Context: an optimization exercise on an open-source flow, tuned for small area, a short achievable clock period and few clock cycles per item. The choices shown serve that exercise and are no tape-out recipe. The RTL was checked by simulation tests, not by an equivalence proof against the original design. Power and IR drop assume default switching activity.

File: flow/run.sh
#!/bin/bash
# synth_recipe.tcl (not shown) runs the flow's synth.tcl, then flattens the netlist and writes it again
# the make line also repeats each setting of config.mk as NAME=value (left out here)
make -C /OpenROAD-flow-scripts/flow DESIGN_CONFIG=/design/flow/config.mk WORK_HOME=/design/flow/orfs CLKGATE_MAP_FILE= SYNTH_SCRIPT=/design/flow/synth_recipe.tcl finish
File: flow/config.mk
export PLATFORM = sky130hd
export DESIGN_NAME = key_set_with_rank_query
export DESIGN_NICKNAME = key_set_with_rank_query
export VERILOG_FILES = /design/flow/design.v
export SDC_FILE = /design/flow/constraint.sdc
export NUM_CORES = 4
export LEC_CHECK = 0
export CAP_MARGIN = 20
export CORE_MARGIN = 2
export CORE_UTILIZATION = 40
export SLEW_MARGIN = 20
File: flow/constraint.sdc
create_clock -name core_clock -period 6.5 [get_ports {aclk}]
set_input_delay 1.3000 -clock core_clock [delete_from_list [all_inputs] [get_ports {aclk}]]
set_output_delay 1.3000 -clock core_clock [all_outputs]
set_load 0.01 [all_outputs]
File: flow/design.v
package ksrq_pkg;
    localparam int CAPACITY_DEFAULT  = 16;
    localparam int KEY_WIDTH_DEFAULT = 32;
    localparam int CMD_W = 2;
    typedef enum logic [CMD_W-1:0] {
        CMD_INSERT = 2'd0,
        CMD_ERASE  = 2'd1,
        CMD_TEST   = 2'd2,
        CMD_SELECT = 2'd3
    } cmd_t;
    typedef enum logic [2:0] {
        ST_IDLE,
        ST_SCAN,
        ST_SEL_NEXT,
        ST_SEL_CAND,
        ST_RESULT
    } state_t;
endpackage
module key_set_with_rank_query #(
    parameter int CAPACITY  = ksrq_pkg::CAPACITY_DEFAULT,
    parameter int KEY_WIDTH = ksrq_pkg::KEY_WIDTH_DEFAULT
) (
    input  logic        aclk,
    input  logic        aresetn,
    input  logic        s_valid,
    output logic        s_ready,
    input  logic [1:0]  s_command,
    input  logic [31:0] s_key,
    input  logic [3:0]  s_rank,
    output logic        m_valid,
    input  logic        m_ready,
    output logic        m_success,
    output logic [31:0] m_selected_key,
    output logic [4:0]  m_item_count,
    output logic        m_table_full
);
    localparam int IDX_W = (CAPACITY > 1) ? $clog2(CAPACITY) : 1;
    localparam int CNT_W = $clog2(CAPACITY + 1);
    localparam logic [IDX_W-1:0] LAST_IDX = IDX_W'(CAPACITY - 1);
    ksrq_pkg::state_t state_reg, state_next;
    ksrq_pkg::cmd_t   cmd_reg, cmd_next;
    logic [KEY_WIDTH-1:0] key_reg, key_next;
    logic [3:0]           rank_reg, rank_next;
    logic [CNT_W-1:0]     count_reg, count_next;
    logic [CAPACITY-1:0]  valid_reg, valid_next;
    logic [IDX_W-1:0]     scan_idx_reg, scan_idx_next;
    logic                 issue_reg, issue_next;
    logic                 pipe_vld_reg, pipe_vld_next;
    logic [IDX_W-1:0]     pipe_idx_reg, pipe_idx_next;
    logic                 found_reg, found_next;
    logic [IDX_W-1:0]     slot_reg, slot_next;
    logic                 free_found_reg, free_found_next;
    logic [IDX_W-1:0]     free_reg, free_next;
    logic [IDX_W-1:0]     outer_reg, outer_next;
    logic [KEY_WIDTH-1:0] cand_reg, cand_next;
    logic [CNT_W-1:0]     below_reg, below_next;
    logic                 res_success_reg, res_success_next;
    logic [31:0]          res_sel_reg, res_sel_next;
    logic                 res_full_reg, res_full_next;
    logic                 m_valid_reg, m_valid_next;
    logic                 m_success_reg;
    logic [31:0]          m_selected_key_reg;
    logic [4:0]           m_item_count_reg;
    logic                 m_table_full_reg;
    logic [KEY_WIDTH-1:0] mem [CAPACITY];
    logic [KEY_WIDTH-1:0] rd_reg;
    logic                 mem_we;
    logic [IDX_W-1:0]     mem_waddr;
    logic [IDX_W-1:0]     mem_raddr;
    logic                 out_load;
    logic [KEY_WIDTH-1:0] cmp_a;
    logic                 hit;
    logic                 free_hit;
    logic                 less;
    logic                 found_now;
    logic [IDX_W-1:0]     slot_now;
    logic                 free_now;
    logic [IDX_W-1:0]     free_slot_now;
    logic [CNT_W-1:0]     below_now;
    logic [63:0]          s_key_ext;
    logic [63:0]          cand_ext;
    logic [15:0]          count_ext;
    assign s_ready        = (state_reg == ksrq_pkg::ST_IDLE);
    assign m_valid        = m_valid_reg;
    assign m_success      = m_success_reg;
    assign m_selected_key = m_selected_key_reg;
    assign m_item_count   = m_item_count_reg;
    assign m_table_full   = m_table_full_reg;
    assign s_key_ext = {32'd0, s_key};
    assign cand_ext  = 64'(cand_reg);
    assign count_ext = 16'(count_reg);
    assign cmp_a    = (cmd_reg == ksrq_pkg::CMD_SELECT) ? cand_reg : key_reg;
    assign hit      = pipe_vld_reg && valid_reg[pipe_idx_reg] && (cmp_a == rd_reg);
    assign free_hit = pipe_vld_reg && !valid_reg[pipe_idx_reg];
    assign less     = pipe_vld_reg && valid_reg[pipe_idx_reg] && (cmp_a > rd_reg);
    assign found_now     = found_reg || hit;
    assign slot_now      = found_reg ? slot_reg : pipe_idx_reg;
    assign free_now      = free_found_reg || free_hit;
    assign free_slot_now = free_found_reg ? free_reg : pipe_idx_reg;
    assign below_now     = below_reg + CNT_W'(less);
    always_ff @(posedge aclk) begin
        if (mem_we) begin
            mem[mem_waddr] <= key_reg;
        end
        rd_reg <= mem[mem_raddr];
    end
    always_comb begin
        state_next       = state_reg;
        cmd_next         = cmd_reg;
        key_next         = key_reg;
        rank_next        = rank_reg;
        count_next       = count_reg;
        valid_next       = valid_reg;
        scan_idx_next    = scan_idx_reg;
        issue_next       = issue_reg;
        pipe_vld_next    = 1'b0;
        pipe_idx_next    = scan_idx_reg;
        found_next       = found_reg;
        slot_next        = slot_reg;
        free_found_next  = free_found_reg;
        free_next        = free_reg;
        outer_next       = outer_reg;
        cand_next        = cand_reg;
        below_next       = below_reg;
        res_success_next = res_success_reg;
        res_sel_next     = res_sel_reg;
        res_full_next    = res_full_reg;
        mem_we           = 1'b0;
        mem_waddr        = free_slot_now;
        mem_raddr        = scan_idx_reg;
        out_load         = 1'b0;
        unique case (state_reg)
            ksrq_pkg::ST_IDLE: begin
                if (s_valid) begin
                    cmd_next         = ksrq_pkg::cmd_t'(s_command);
                    key_next         = s_key_ext[KEY_WIDTH-1:0];
                    rank_next        = s_rank;
                    res_success_next = 1'b0;
                    res_sel_next     = 32'd0;
                    res_full_next    = 1'b0;
                    if (ksrq_pkg::cmd_t'(s_command) == ksrq_pkg::CMD_SELECT) begin
                        if (16'(s_rank) < count_ext) begin
                            outer_next = '0;
                            state_next = ksrq_pkg::ST_SEL_NEXT;
                        end else begin
                            state_next = ksrq_pkg::ST_RESULT;
                        end
                    end else begin
                        scan_idx_next   = '0;
                        issue_next      = 1'b1;
                        found_next      = 1'b0;
                        free_found_next = 1'b0;
                        state_next      = ksrq_pkg::ST_SCAN;
                    end
                end
            end
            ksrq_pkg::ST_SEL_NEXT: begin
                mem_raddr = outer_reg;
                if (valid_reg[outer_reg]) begin
                    state_next = ksrq_pkg::ST_SEL_CAND;
                end else if (outer_reg == LAST_IDX) begin
                    state_next = ksrq_pkg::ST_RESULT;
                end else begin
                    outer_next = outer_reg + IDX_W'(1);
                end
            end
            ksrq_pkg::ST_SEL_CAND: begin
                cand_next     = rd_reg;
                below_next    = '0;
                scan_idx_next = '0;
                issue_next    = 1'b1;
                state_next    = ksrq_pkg::ST_SCAN;
            end
            ksrq_pkg::ST_SCAN: begin
                if (issue_reg) begin
                    pipe_vld_next = 1'b1;
                    pipe_idx_next = scan_idx_reg;
                    if (scan_idx_reg == LAST_IDX) begin
                        issue_next = 1'b0;
                    end else begin
                        scan_idx_next = scan_idx_reg + IDX_W'(1);
                    end
                end
                if (hit && !found_reg) begin
                    found_next = 1'b1;
                    slot_next  = pipe_idx_reg;
                end
                if (free_hit && !free_found_reg) begin
                    free_found_next = 1'b1;
                    free_next       = pipe_idx_reg;
                end
                below_next = below_now;
                if (pipe_vld_reg && (pipe_idx_reg == LAST_IDX)) begin
                    state_next = ksrq_pkg::ST_RESULT;
                    unique case (cmd_reg)
                        ksrq_pkg::CMD_INSERT: begin
                            if (!found_now) begin
                                if (free_now) begin
                                    mem_we                    = 1'b1;
                                    valid_next[free_slot_now] = 1'b1;
                                    count_next                = count_reg + CNT_W'(1);
                                    res_success_next          = 1'b1;
                                end else begin
                                    res_full_next = 1'b1;
                                end
                            end
                        end
                        ksrq_pkg::CMD_ERASE: begin
                            if (found_now) begin
                                valid_next[slot_now] = 1'b0;
                                count_next           = count_reg - CNT_W'(1);
                                res_success_next     = 1'b1;
                            end
                        end
                        ksrq_pkg::CMD_TEST: begin
                            res_success_next = found_now;
                        end
                        ksrq_pkg::CMD_SELECT: begin
                            if (16'(below_now) == 16'(rank_reg)) begin
                                res_success_next = 1'b1;
                                res_sel_next     = cand_ext[31:0];
                            end else if (outer_reg != LAST_IDX) begin
                                outer_next = outer_reg + IDX_W'(1);
                                state_next = ksrq_pkg::ST_SEL_NEXT;
                            end
                        end
                        default: begin
                            state_next = ksrq_pkg::ST_RESULT;
                        end
                    endcase
                end
            end
            ksrq_pkg::ST_RESULT: begin
                if (!m_valid_reg || m_ready) begin
                    out_load   = 1'b1;
                    state_next = ksrq_pkg::ST_IDLE;
                end
            end
            default: begin
                state_next = ksrq_pkg::ST_IDLE;
            end
        endcase
        if (out_load) begin
            m_valid_next = 1'b1;
        end else if (m_ready) begin
            m_valid_next = 1'b0;
        end else begin
            m_valid_next = m_valid_reg;
        end
    end
    always_ff @(posedge aclk) begin
        if (!aresetn) begin
            state_reg    <= ksrq_pkg::ST_IDLE;
            count_reg    <= '0;
            valid_reg    <= '0;
            issue_reg    <= 1'b0;
            pipe_vld_reg <= 1'b0;
            m_valid_reg  <= 1'b0;
        end else begin
            state_reg    <= state_next;
            count_reg    <= count_next;
            valid_reg    <= valid_next;
            issue_reg    <= issue_next;
            pipe_vld_reg <= pipe_vld_next;
            m_valid_reg  <= m_valid_next;
        end
    end
    always_ff @(posedge aclk) begin
        cmd_reg         <= cmd_next;
        key_reg         <= key_next;
        rank_reg        <= rank_next;
        scan_idx_reg    <= scan_idx_next;
        pipe_idx_reg    <= pipe_idx_next;
        found_reg       <= found_next;
        slot_reg        <= slot_next;
        free_found_reg  <= free_found_next;
        free_reg        <= free_next;
        outer_reg       <= outer_next;
        cand_reg        <= cand_next;
        below_reg       <= below_next;
        res_success_reg <= res_success_next;
        res_sel_reg     <= res_sel_next;
        res_full_reg    <= res_full_next;
        if (out_load) begin
            m_success_reg      <= res_success_reg;
            m_selected_key_reg <= res_sel_reg;
            m_item_count_reg   <= count_ext[4:0];
            m_table_full_reg   <= res_full_reg;
        end
    end
endmodule
==> notes.md <==
==> critical path: cells and delay by family (launching register included) <==
family | cells | cell delay, ns
multiplexers | 1 | 0.37
AO/OA/AOI/OAI | 3 | 1.09
flip-flops | 1 | 0.48
adder cells (fa/ha/maj) | 3 | 0.78
buffers and inverters | 2 | 0.61
AND/OR/NAND/NOR | 9 | 2.35
==> cell families after synthesis <==
group	count (synthesis)	share of synthesized area (%)
compound gates	451	10.5
xor+xnor	19	0.555
fa+ha+maj	48	2.03
buf+inv	182	2.56
flops	741	72.2
mux	59	2.49
simple gates	600	9.68
==> cells in the mapped netlist (all sizes together) (16+ instances only) <==
library cell / n
nand3: 20
buf: 38
and3: 45
mux2i: 16
a311oi: 65
o21ai: 20
nor3: 17
nor2: 49
a31oi: 67
a211oi: 165
inv: 51
edfxtp: 678
a21oi: 91
nand2: 288
and2: 132
ha: 47
clkbuf: 93
mux2: 35
dfxtp: 63
==> power breakdown <==
part           total (uW)  internal (uW)  leakage (uW)  switching [uW]
combinational        3170           1110       0.00359            2060
clock                4460           2640       0.00125            1820
sequential           6120           5750       0.00668             376
==> area by class of cell <==
type	instances	area (um^2)	share of cell area, %
well taps	969	1210	3.50
flip-flops and latches	741	21600	62.4
inverters	51	191	0.553
multi-input cells	1177	7790	22.5
repair buffers	123	1270	3.66
clock inverters	33	357	1.03
clock buffers	109	2200	6.35
==> layer usage <==
metal	vias to the layer above	GRT usage (%)	routed length, um
met5	-	0	13
met2	561	31.5	35600
met4	2	6.00	1630
met1	8960	25.7	31700
li1	8168	-	-
met3	102	2.88	4380
==> worst min-delay path by stage <==
stage / from / endpoint / depth (start not counted)
finish: res_sel_reg[28] / m_selected_key_reg[28] / 0
CTS: res_sel_reg[28] / m_selected_key_reg[28] / 0
global route: res_sel_reg[28] / m_selected_key_reg[28] / 0
floorplan: res_sel_reg[0] / m_selected_key_reg[0] / 0
detailed placement: res_sel_reg[26] / m_selected_key_reg[26] / 0
global placement: res_sel_reg[30] / m_selected_key_reg[30] / 0
==> metrics by stage <==
stage / power, uW / hold slack, ns
floorplan: 8330 / 0.400
global placement: 9300 / 0.404
detailed placement: 9380 / 0.405
CTS: 13800 / 0.408
global route: 14400 / 0.417
finish: 13800 / 0.406
==> run_results.csv <==
group,metric,value,unit
global_route,grt_max_degree,181,
placement,dp.cells,3060,
routing,antenna_left,0,
cells_and_area,layout-drive-gt1-share,10.5,%
logic_synthesis,synth_edf_count,678,
critical_path,cpMaxStageDelayCell,"a2111oi_1",
logic_synthesis,synth_area_per_cell,14.3,um^2
floorplan,die_w,278,um
timing,worstMarginPinSlew,1.08,ns
logic_synthesis,synthCells,2100,
clock_network,cts_tree,"yes",
critical_path,path_class,"reg -> reg",
timing,layout_setup_ws,0.486,ns
placement,port_buffers,82,
routing,drc,0,
cells_and_area,nFillCells,6442,
cells_and_area,final_util,46.6,%
clock_network,path_clk_slew,0.06,ns
cells_and_area,final_nets,2261,
floorplan,core_area,74300,um^2
timing,finalSetupViolations,0,
critical_path,crit_top_cell,"ha_1",
run_status,status,"no timing/DRC/antenna violations",
critical_path,arrival,6.33,ns
timing,period_needed,6.01,ns
logic_synthesis,yosys_warnings,1,
critical_path,worstPathCellList,"nand2_2 -> buf_4 -> mux2_2 -> ha_1 -> nand3_1 -> nor3_1 -> and3_1 -> or3b_2 -> a31oi_1 -> ha_1 -> ha_1 -> nand3_1 -> or3b_2 -> a2111oi_1 -> nor3_1 -> nand2b_1 -> a21oi_4 -> buf_12",
placement,pre_cts_slack,0.511,ns
logic_synthesis,syn_nets,2190,
routing,vias,17800,
clock_network,cts.path.max_buffers,3,
clock_network,h-tree-depth,3,
timing,maxSlewViolCount,0,
logic_synthesis,synth.area.top_cells,"edfxtp_1 68%, dfxtp_1 4.2%, a211oi_1 4.1%, nand2_1 3.6%, ha_1 2.0%",
placement,placed_area,32100,um^2
cells_and_area,largest_register,"mem",
clock_network,postCtsHoldBufs,0,
critical_path,crit_start,"cmd_reg[0]",
clock_network,cts-buffers-inserted,77,
critical_path,start_kind,"flip-flop",
clock_network,clkLatencyLatePin,0.63,ns
critical_path,slowest_delay,0.52,ns
timing,max_freq,0.166,GHz
power,power_leakage,0.0115,uW
critical_path,end_kind,"flip-flop",
floorplan,fp.dieH,278,um
timing,rsz0062_at_grt,"false",
critical_path,rr_startpoint,"cmd_reg[0]",
floorplan,rows,100,
power,ir_drop,0.237,mV
cells_and_area,largest_reg_flops,512,
flow_run,maxCapViolations,0,
logic_synthesis,ys_ff_latch,741,
logic_synthesis,async_flop_share,0,%
min_path,hold_path.class,"reg -> reg",
timing,clock_skew,0.0264,ns
cells_and_area,num_antenna_cells,0,
logic_synthesis,synth_top_area_share,67.9,%
cells_and_area,most-common-layout-cells,"678 x edfxtp_1, 287 x nand2_1, 164 x a211oi_1, 90 x a21oi_1, 82 x clkdlybuf4s50_1",
routing,wire_per_inst,22.9,um
timing,finalCritPeriodShare,92.5,%
timing,max-slew-margin-rel,26.1,%
critical_path,endpoint,"res_sel_reg[27]",
floorplan,ios,83,
critical_path,crit_fanout,23,
clock_network,cts_sinks,741,
global_route,grt_pass1_wl,110000,um
routing,via_per_inst,5.56,
placement,hpwl,40900,um
global_route,grt.total_usage,19.0,%
logic_synthesis,ys.flop_type,"edfxtp_1",
clock_network,cts_resized,0,
global_route,overflow,0,
routing,first_iter_violations,1662,
clock_network,clockRootBuffer,"clkbuf_16",
timing,hold_violations,0,
clock_network,post_cts_buffers,0,
logic_synthesis,yosys.area.top_type,"edfxtp_1",
floorplan,dieArea,77100,um^2
logic_synthesis,ys_seq_area_share,72.2,%
placement,gp_congestion,0.881,
critical_path,reg2reg_depth,18,
routing,routed_wl,73300,um
critical_path,required,6.81,ns
routing,firstDrtPassIters,6,
cells_and_area,layout.cells.non_filler,3203,
critical_path,worst-r2r-setup-slack,0.49,ns
cells_and_area,fin_area,34600,um^2
critical_path,r2r-end,"res_sel_reg[27]",
cells_and_area,area_delta_synth_final,15.6,%
floorplan,start_util,40.3,%
power,power.density,397,nW/um^2
logic_synthesis,synth_area,30000,um^2
global_route,antenna_found_initial,1,
cells_and_area,final_common_cell,"edfxtp_1",
global_route,grt_pass1_vias,17400,
logic_synthesis,synth_cell_types,65,
timing,tns,0,ns
Testbench counts, summed over its fixed seeds: cycles 211,569, ops 4,800.

afterwards: timing with drivers on the ports:
No port has a modelled driver above. Below, the same layout with a new extraction and two added sets of constraints. Step 1 assumes that a clkbuf_16 drives the clock port and a buf_2 every other input. Step 2 times the ports against the registers' clock, not the clock port: input delays grow and output delays shrink by t, the midpoint of the rising clock arrivals with the driver on. Slacks: ideal / step 1 / step 2; pairs: ideal / step 1.
shift t [ns]: 0.685
slack for setup (ns): 0.486 / 0.486 / 0.486
slew at the worst register clock pin (ns): 0.06 / 0.06
worst slew at a driven data input, ns: 0.06
After both steps setup and hold are still met in this run. For this run, drivers alone change the setup slack by 0.000 ns; drivers and shift together by 0.000 ns.
